Context: an optimization exercise on an open-source flow, tuned for small area, a short achievable clock period and few clock cycles per item. The choices shown serve that exercise and are no tape-out recipe.
Function not checked in this run: the RTL went through the layout flow alone.
Power and IR drop assume default switching activity.

`flow/run.sh`:
```
#!/bin/bash
# synth_recipe.tcl (not shown) runs the flow's synth.tcl, then flattens the netlist and writes it again
# the make line also repeats each setting of config.mk as NAME=value (left out here)
make -C /OpenROAD-flow-scripts/flow DESIGN_CONFIG=/design/flow/config.mk WORK_HOME=/design/flow/orfs CLKGATE_MAP_FILE= SYNTH_SCRIPT=/design/flow/synth_recipe.tcl finish
```
`flow/config.mk`:
```
export PLATFORM = sky130hd
export DESIGN_NAME = keyed_rate_throttle_table_top
export DESIGN_NICKNAME = keyed_rate_throttle_table_top
export VERILOG_FILES = /design/flow/design.v
export SDC_FILE = /design/flow/constraint.sdc
export NUM_CORES = 4
export LEC_CHECK = 0
export ABC_CLOCK_PERIOD_IN_PS = 3000
export CAP_MARGIN = 20
export CORE_MARGIN = 2
export CORE_UTILIZATION = 40
export SETUP_SLACK_MARGIN = 5
export SLEW_MARGIN = 20
```
`flow/constraint.sdc`:
```
create_clock -name core_clock -period 8.4 [get_ports {clk_i}]
set_input_delay 1.6800 -clock core_clock [delete_from_list [all_inputs] [get_ports {clk_i}]]
set_output_delay 1.6800 -clock core_clock [all_outputs]
set_load 0.01 [all_outputs]
```
`flow/design.v`:
```
package krtt_pkg;
  localparam int unsigned SlotsDefault   = 8;
  localparam int unsigned KeyBitsDefault = 64;
  localparam int unsigned StreamKeyBits = 64;
  localparam int unsigned TimeBits      = 63;
  localparam int unsigned PeriodBits    = 16;
  localparam logic [PeriodBits-1:0] PeriodReset = 16'd15;
  typedef struct packed {
    logic allow;
    logic untracked;
  } verdict_t;
endpackage
module krtt_table #(
  parameter int unsigned SLOTS    = krtt_pkg::SlotsDefault,
  parameter int unsigned KEY_BITS = krtt_pkg::KeyBitsDefault
) (
  input  logic                              clk_i,
  input  logic                              rst_ni,
  input  logic                              req_valid_i,
  input  logic [KEY_BITS-1:0]               req_key_i,
  output logic                              key_zero_o,
  output logic                              hit_o,
  output logic                              full_o,
  output logic [SLOTS-1:0]                  slot_o
);
  logic [SLOTS-1:0]    slot_valid_q;
  logic [KEY_BITS-1:0] slot_key_q [SLOTS];
  logic [SLOTS-1:0] hit_vec;
  logic [SLOTS-1:0] empty_first;
  logic             ins;
  always_comb begin
    for (int i = 0; i < SLOTS; i++) begin
      hit_vec[i]     = slot_valid_q[i] && (slot_key_q[i] == req_key_i);
      empty_first[i] = !slot_valid_q[i] && (i == 0 || slot_valid_q[(i == 0) ? 0 : i-1]);
    end
  end
  assign key_zero_o = (req_key_i == '0);
  assign hit_o      = |hit_vec;
  assign full_o     = slot_valid_q[SLOTS-1];
  assign slot_o     = hit_o ? hit_vec : empty_first;
  assign ins        = req_valid_i && !key_zero_o && !hit_o && !full_o;
  always_ff @(posedge clk_i or negedge rst_ni) begin
    if (!rst_ni) begin
      slot_valid_q <= '0;
    end else if (ins) begin
      slot_valid_q <= slot_valid_q | empty_first;
    end
  end
  always_ff @(posedge clk_i) begin
    for (int i = 0; i < SLOTS; i++) begin
      if (!slot_valid_q[i]) begin
        slot_key_q[i] <= req_key_i;
      end
    end
  end
endmodule
module keyed_rate_throttle_table_top #(
  parameter int unsigned SLOTS    = krtt_pkg::SlotsDefault,
  parameter int unsigned KEY_BITS = krtt_pkg::KeyBitsDefault
) (
  input  logic                                 clk_i,
  input  logic                                 rst_ni,
  input  logic                                 start,
  output logic                                 busy,
  input  logic [krtt_pkg::StreamKeyBits-1:0]   stream_key_i,
  input  logic [krtt_pkg::TimeBits-1:0]        time_ms_i,
  output logic                                 done_o,
  output logic                                 allow_o,
  output logic                                 untracked_o,
  input  logic                                 cfg_valid_i,
  output logic                                 cfg_ready_o,
  input  logic [krtt_pkg::PeriodBits-1:0]      cfg_data_i
);
  localparam int unsigned TB = krtt_pkg::TimeBits;
  localparam int unsigned PB = krtt_pkg::PeriodBits;
  function automatic logic time_ok(input logic [TB-1:0] x, input logic [TB-1:0] y,
                                   input logic [PB-1:0] p);
    logic [TB-1:0] s, k;
    logic [63:0]   g, t;
    for (int i = 0; i < TB; i++) begin
      if (i < PB) begin
        s[i] = x[i] ^ ~y[i] ^ ~p[i];
        k[i] = (x[i] & ~y[i]) | (x[i] & ~p[i]) | (~y[i] & ~p[i]);
      end else begin
        s[i] = x[i] ^ y[i];
        k[i] = x[i] | ~y[i];
      end
    end
    g[0] = 1'b1;
    t[0] = 1'b0;
    for (int i = 1; i < 64; i++) begin
      g[i] = (i < TB ? s[i] : 1'b0) & k[i-1];
      t[i] = (i < TB ? s[i] : 1'b0) | k[i-1];
    end
    for (int w = 1; w < 64; w = w * 2) begin
      for (int i = 2 * w - 1; i < 64; i = i + 2 * w) begin
        g[i] = g[i] | (t[i] & g[i-w]);
        t[i] = t[i] & t[i-w];
      end
    end
    time_ok = g[63];
  endfunction
  logic [PB-1:0]       period_q;
  logic                a_kz, a_hit, a_full;
  logic [SLOTS-1:0]    a_slot;
  logic                b_valid_q, b_hit_q, b_untr_q, b_trk_q;
  logic [SLOTS-1:0]    b_slot_q;
  logic [TB-1:0]       b_time_q;
  logic [TB-1:0]       slot_time_q [SLOTS];
  logic [TB-1:0]       b_hit_time;
  logic                b_allow;
  logic                c_valid_q, c_allow_q, c_untr_q;
  assign busy        = 1'b0;
  assign cfg_ready_o = 1'b1;
  always_ff @(posedge clk_i or negedge rst_ni) begin
    if (!rst_ni) begin
      period_q  <= krtt_pkg::PeriodReset;
      b_valid_q <= 1'b0;
      c_valid_q <= 1'b0;
    end else begin
      if (cfg_valid_i && cfg_ready_o) begin
        period_q <= cfg_data_i;
      end
      b_valid_q <= start && !busy;
      c_valid_q <= b_valid_q;
    end
  end
  krtt_table #(
    .SLOTS    (SLOTS),
    .KEY_BITS (KEY_BITS)
  ) u_table (
    .clk_i       (clk_i),
    .rst_ni      (rst_ni),
    .req_valid_i (start && !busy),
    .req_key_i   (stream_key_i[KEY_BITS-1:0]),
    .key_zero_o  (a_kz),
    .hit_o       (a_hit),
    .full_o      (a_full),
    .slot_o      (a_slot)
  );
  always_ff @(posedge clk_i) begin
    b_hit_q  <= !a_kz && a_hit;
    b_untr_q <= a_kz || (!a_hit && a_full);
    b_trk_q  <= !a_kz && (a_hit || !a_full);
    b_slot_q <= a_slot;
    b_time_q <= time_ms_i;
  end
  always_comb begin
    b_hit_time = '0;
    for (int i = 0; i < SLOTS; i++) begin
      b_hit_time = b_hit_time | (slot_time_q[i] & {TB{b_slot_q[i]}});
    end
  end
  assign b_allow = !b_hit_q || time_ok(b_time_q, b_hit_time, period_q);
  always_ff @(posedge clk_i) begin
    for (int i = 0; i < SLOTS; i++) begin
      if (b_valid_q && b_trk_q && b_slot_q[i] && b_allow) begin
        slot_time_q[i] <= b_time_q;
      end
    end
  end
  always_ff @(posedge clk_i) begin
    c_allow_q <= b_allow;
    c_untr_q  <= b_untr_q;
  end
  assign done_o      = c_valid_q;
  assign allow_o     = c_allow_q;
  assign untracked_o = c_untr_q;
endmodule
```
==> run notes <==
-- timing repair --
action	CTS	global route
setup buffers	254	63
pin swaps	82	73
endpoints found under the setup margin	525	524
gates resized for setup	581	168
gates cloned	78	15
-- area by class of cell --
type                            count  area [um^2]  share of cell area, %
Timing Repair Buffer              653         9360                   15.0
Antenna cell                        3         7.51                 0.0121
Clock buffer                      159         3210                   5.15
Sequential cell                  1118        32700                   52.5
Multi-Input combinational cell   1718        13900                   22.3
Inverter                          119          450                  0.723
Tap cell                         1512         1890                   3.04
Clock inverter                     61          757                   1.22
-- state kept, by name (all words and copies together), names as in the netlist --
name,flops
b_hit_q,1
slot_time_q,504
c_untr_q,1
c_valid_q,1
b_valid_q,1
b_trk_q,1
c_allow_q,1
b_untr_q,1
period_q,16
b_time_q,63
u_table.slot_key_q,512
u_table.slot_valid_q,8
b_slot_q,8
-- worst max-delay path by stage --
stage / from / slack, ns / endpoint / cells after the start
after detailed placement: b_slot_q[2] / 2.86 / slot_time_q[3][54] / 13
after floorplan: b_slot_q[0] / 3.90 / slot_time_q[0][0] / 13
final: b_slot_q[2] / 4.00 / slot_time_q[7][57] / 19
after global placement: b_slot_q[2] / 2.93 / slot_time_q[4][57] / 13
after global routing: b_slot_q[2] / 3.92 / slot_time_q[7][49] / 19
after CTS: b_slot_q[2] / 4.27 / slot_time_q[4][35] / 18
-- worst max-delay path, stage by stage (launching register included) --
cell	delay, ns
dfxtp_4	0.39
buf_12	0.16
bufbuf_16	0.29
a22oi_2	0.21
nand4_1	0.20
ha_1	0.37
a222oi_1	0.37
nand3_1	0.14
nor2_2	0.22
buf_4	0.16
o2111ai_4	0.14
o31ai_4	0.10
nor2_4	0.08
a311o_2	0.37
buf_12	0.17
a21boi_4	0.16
buf_6	0.13
buf_12	0.10
buf_12	0.14
buf_16	0.15
-- cell usage after synthesis (4+ instances only) --
master	instances
buf_6	5
maj3_1	8
xor2_1	98
a21boi_1	10
nand2_1	83
dfrtp_1	22
inv_1	110
nand4_1	240
nor3_1	32
nand3_1	53
a222oi_1	5
o41ai_1	6
and4_1	4
ha_1	47
a31o_1	6
mux2_2	12
inv_2	9
buf_4	5
o2111ai_1	26
nor2_1	44
nor2b_1	15
dfstp_2	4
edfxtp_1	1016
dfxtp_1	76
xnor2_1	296
a22oi_1	267
clkbuf_8	9
clkbuf_1	43
nor4b_1	14
o31ai_1	11
nand4b_1	9
fa_1	15
and4b_1	4
or4_1	16
a221oi_1	4
o22ai_1	18
buf_2	63
nor4_1	85
o21ai_0	19
nand2b_1	201
o21ai_1	4
-- kinds of logic after synthesis --
| family | after synthesis | share of synthesized area (%) |
|---|---|---|
| buf+inv | 244 | 2.46 |
| mux | 12 | 0.291 |
| compound gates | 404 | 6.56 |
| other cells | 2 | 0.0162 |
| xor+xnor | 394 | 7.44 |
| simple gates | 830 | 10.6 |
| flops | 1118 | 70.5 |
| fa+ha+maj | 73 | 2.16 |
-- power groups by stage --
stage / combinational, mW / clock (mW) / sequential, mW
CTS: 0.764 / 5.42 / 6.14
floorplan: 0.278 / 0 / 6.23
finish: 0.849 / 5.41 / 6.14
detailed placement: 0.568 / 0 / 6.26
global route: 0.863 / 5.64 / 6.14
global placement: 0.567 / 0 / 6.26
-- metal layers --
layer / global-route usage [%] / vias to the layer above
li1: - / 13300
met1: 38.7 / 16500
met2: 43.0 / 2620
met3: 6.44 / 580
met4: 14.6 / 12
met5: 0 / -
-- stage by stage --
step	setup slack [ns]	power, mW	hold WS [ns]
6_report	4.00	12.4	0.530
4_1_cts	4.27	12.3	0.504
3_5_place_dp	2.86	6.83	0.472
5_1_grt	3.92	12.6	0.543
2_1_floorplan	3.90	6.51	0.310
3_3_place_gp	2.93	6.82	0.491
==> flow_summary_export.csv <==
group,metric,value,unit
flow_run,drv_cap,0,
worst_setup_path,cp-start-kind,"flip-flop",
clocking,path_clk_slew,0.06,ns
timing,max_freq,0.227,GHz
global_route,grt_pass1_vias,31300,
timing,finalSetupViolCount,0,
worst_setup_path,cp-end-kind,"flip-flop",
power,ir_drop,190,uV
synthesis,synthArstFlopShare,2.33,%
power,p_sw,2.81,mW
timing,fin_crit_sh,52.4,%
worst_setup_path,required,8.80,ns
detailed_routing,drtIter0Drc,5567,
timing,rsz0062_at_grt,"true",
place,globalplace.congestion,0.907,
synthesis,ys_top_cells_by_area,"edfxtp_1 (66%), xnor2_1 (5.6%), a22oi_1 (4.3%)",
detailed_routing,drcViolationCount,0,
synthesis,synthesis.area,46400,um^2
worst_setup_path,cp.arrival,4.80,ns
detailed_routing,route.met3.wl,23000,um
finish,mostFrequentLayoutCell,"edfxtp_1",
timing,final.setup_skew,0.0641,ns
synthesis,avgSynthCellArea,15.1,um^2
finish,syn2layout_area_growth,34.3,%
detailed_routing,routed_wirelength,177000,um
place,portBuffers,149,
hold_path,hp-class,"reg -> reg",
floorplanning,die_height,345,um
synthesis,yosys.area.top_type_share,65.8,%
timing,finalHoldViolCount,0,
status,status,"timing/DRC/antenna clean",
clocking,clock_latency,0.74,ns
timing,min_period,4.40,ns
synthesis,syn_inst,3077,
timing,worst_pin_slew,1.01,ns
finish,mostFrequentLayoutCells,"edfxtp_1 (1016), xnor2_1 (258), a22oi_1 (254), nand4_1 (240), nand2b_1 (200)",
synthesis,ys_seq_area_share,70.5,%
place,dp_hpwl,80700,um
hold_path,hp-start,"b_untr_q",
power,power_frac_seq,49.5,%
detailed_routing,viasPerCell,6.19,
worst_setup_path,rr_startpoint,"b_slot_q[2]",
synthesis,synth_cell_type_count,72,
finish,nets,3936,
timing,slew_viol_final,0,
power,clockPowerShare,43.6,%
timing,relSlewSlack,32.5,%
worst_setup_path,critPathMaxFanout,10,
finish,instances_no_fill,5343,
worst_setup_path,r2r-end,"slot_time_q[7][57]",
synthesis,synth-edff-count,1016,
synthesis,ys_warn_count,4,
floorplanning,start_util,40.5,%
place,dpl_cell_area,50000,um^2
synthesis,postSynth.topFlopCell,"edfxtp_1",
detailed_routing,via_count,33100,
worst_setup_path,rr_worst_depth,19,
power,combPwrFrac,6.8,%
clocking,tritoncts,"yes",
detailed_routing,met1_length,64900,um
detailed_routing,ant_nets,0,
finish,fillers,8846,
synthesis,yosysTopAreaCell,"edfxtp_1",
detailed_routing,wl_met2,77500,um
detailed_routing,wire_per_inst,33.1,um
worst_setup_path,critPathKind,"reg -> reg",
floorplanning,die_w,345,um
place,place_inst,4710,
global_route,grt_overflow,0,
finish,drive_gt1_share,24.3,%
clocking,hold_buffers,0,
global_route,grt_max_degree,68,
floorplanning,coreArea,115000,um^2
clocking,clockBufferDepth,3,
finish,fin_util,54.3,%
floorplanning,placementRows,124,
worst_setup_path,ff2ff_setup_slack,4.00,ns
clocking,cts_buffers,117,
global_route,grt_pass1_wl,237000,um
detailed_routing,dr.max_layer_used,"met5",
floorplanning,die_area,119000,um^2
floorplanning,io_pins,152,
synthesis,syn_nets,3286,
clocking,cts_num_sinks,1118,
power,p_per_area,199,nW/um^2
clocking,root_buffer,"clkbuf_16",
timing,setup_tns,0,ns
power,swShare,22.7,%
power,leakage,21.5,nW
power,intPower,9.58,mW
detailed_routing,drtPass1Iterations,6,
synthesis,ys_seq_elements,1118,
clocking,cts.htree.levels,3,
finish,design_area,62300,um^2
global_route,antenna_found_initial,19,
hold_path,hold_path_end,"c_untr_q",
hold_path,holdPathStages,0,
global_route,track_usage,28.5,%

[static timing again, ports no longer ideal]
How much do the figures lean on ideal ports? The routed layout below was timed once more, with nothing changed but the port constraints. Step 1, drivers: a clkbuf_16 drives clk_i and a buf_2 each remaining input, both assumed. Step 2 also shifts input and output timing later by t, the mid clock arrival at the registers, as if the neighbouring blocks saw the same clock. Slacks: no drivers / after step 1 / after step 2; pairs: no drivers / after step 1.
t (ns): 0.790
setup slack, ns: 4.001 / 4.001 / 4.001
hold WS [ns]: 0.530 / 0.530 / 0.530
slew at the worst register clock pin (ns): 0.07 / 0.07
cell pins on the clock port's net: 1
After both steps this run still meets setup and hold. For this run, drivers alone change the setup slack by 0.000 ns; drivers and shift together by 0.000 ns.
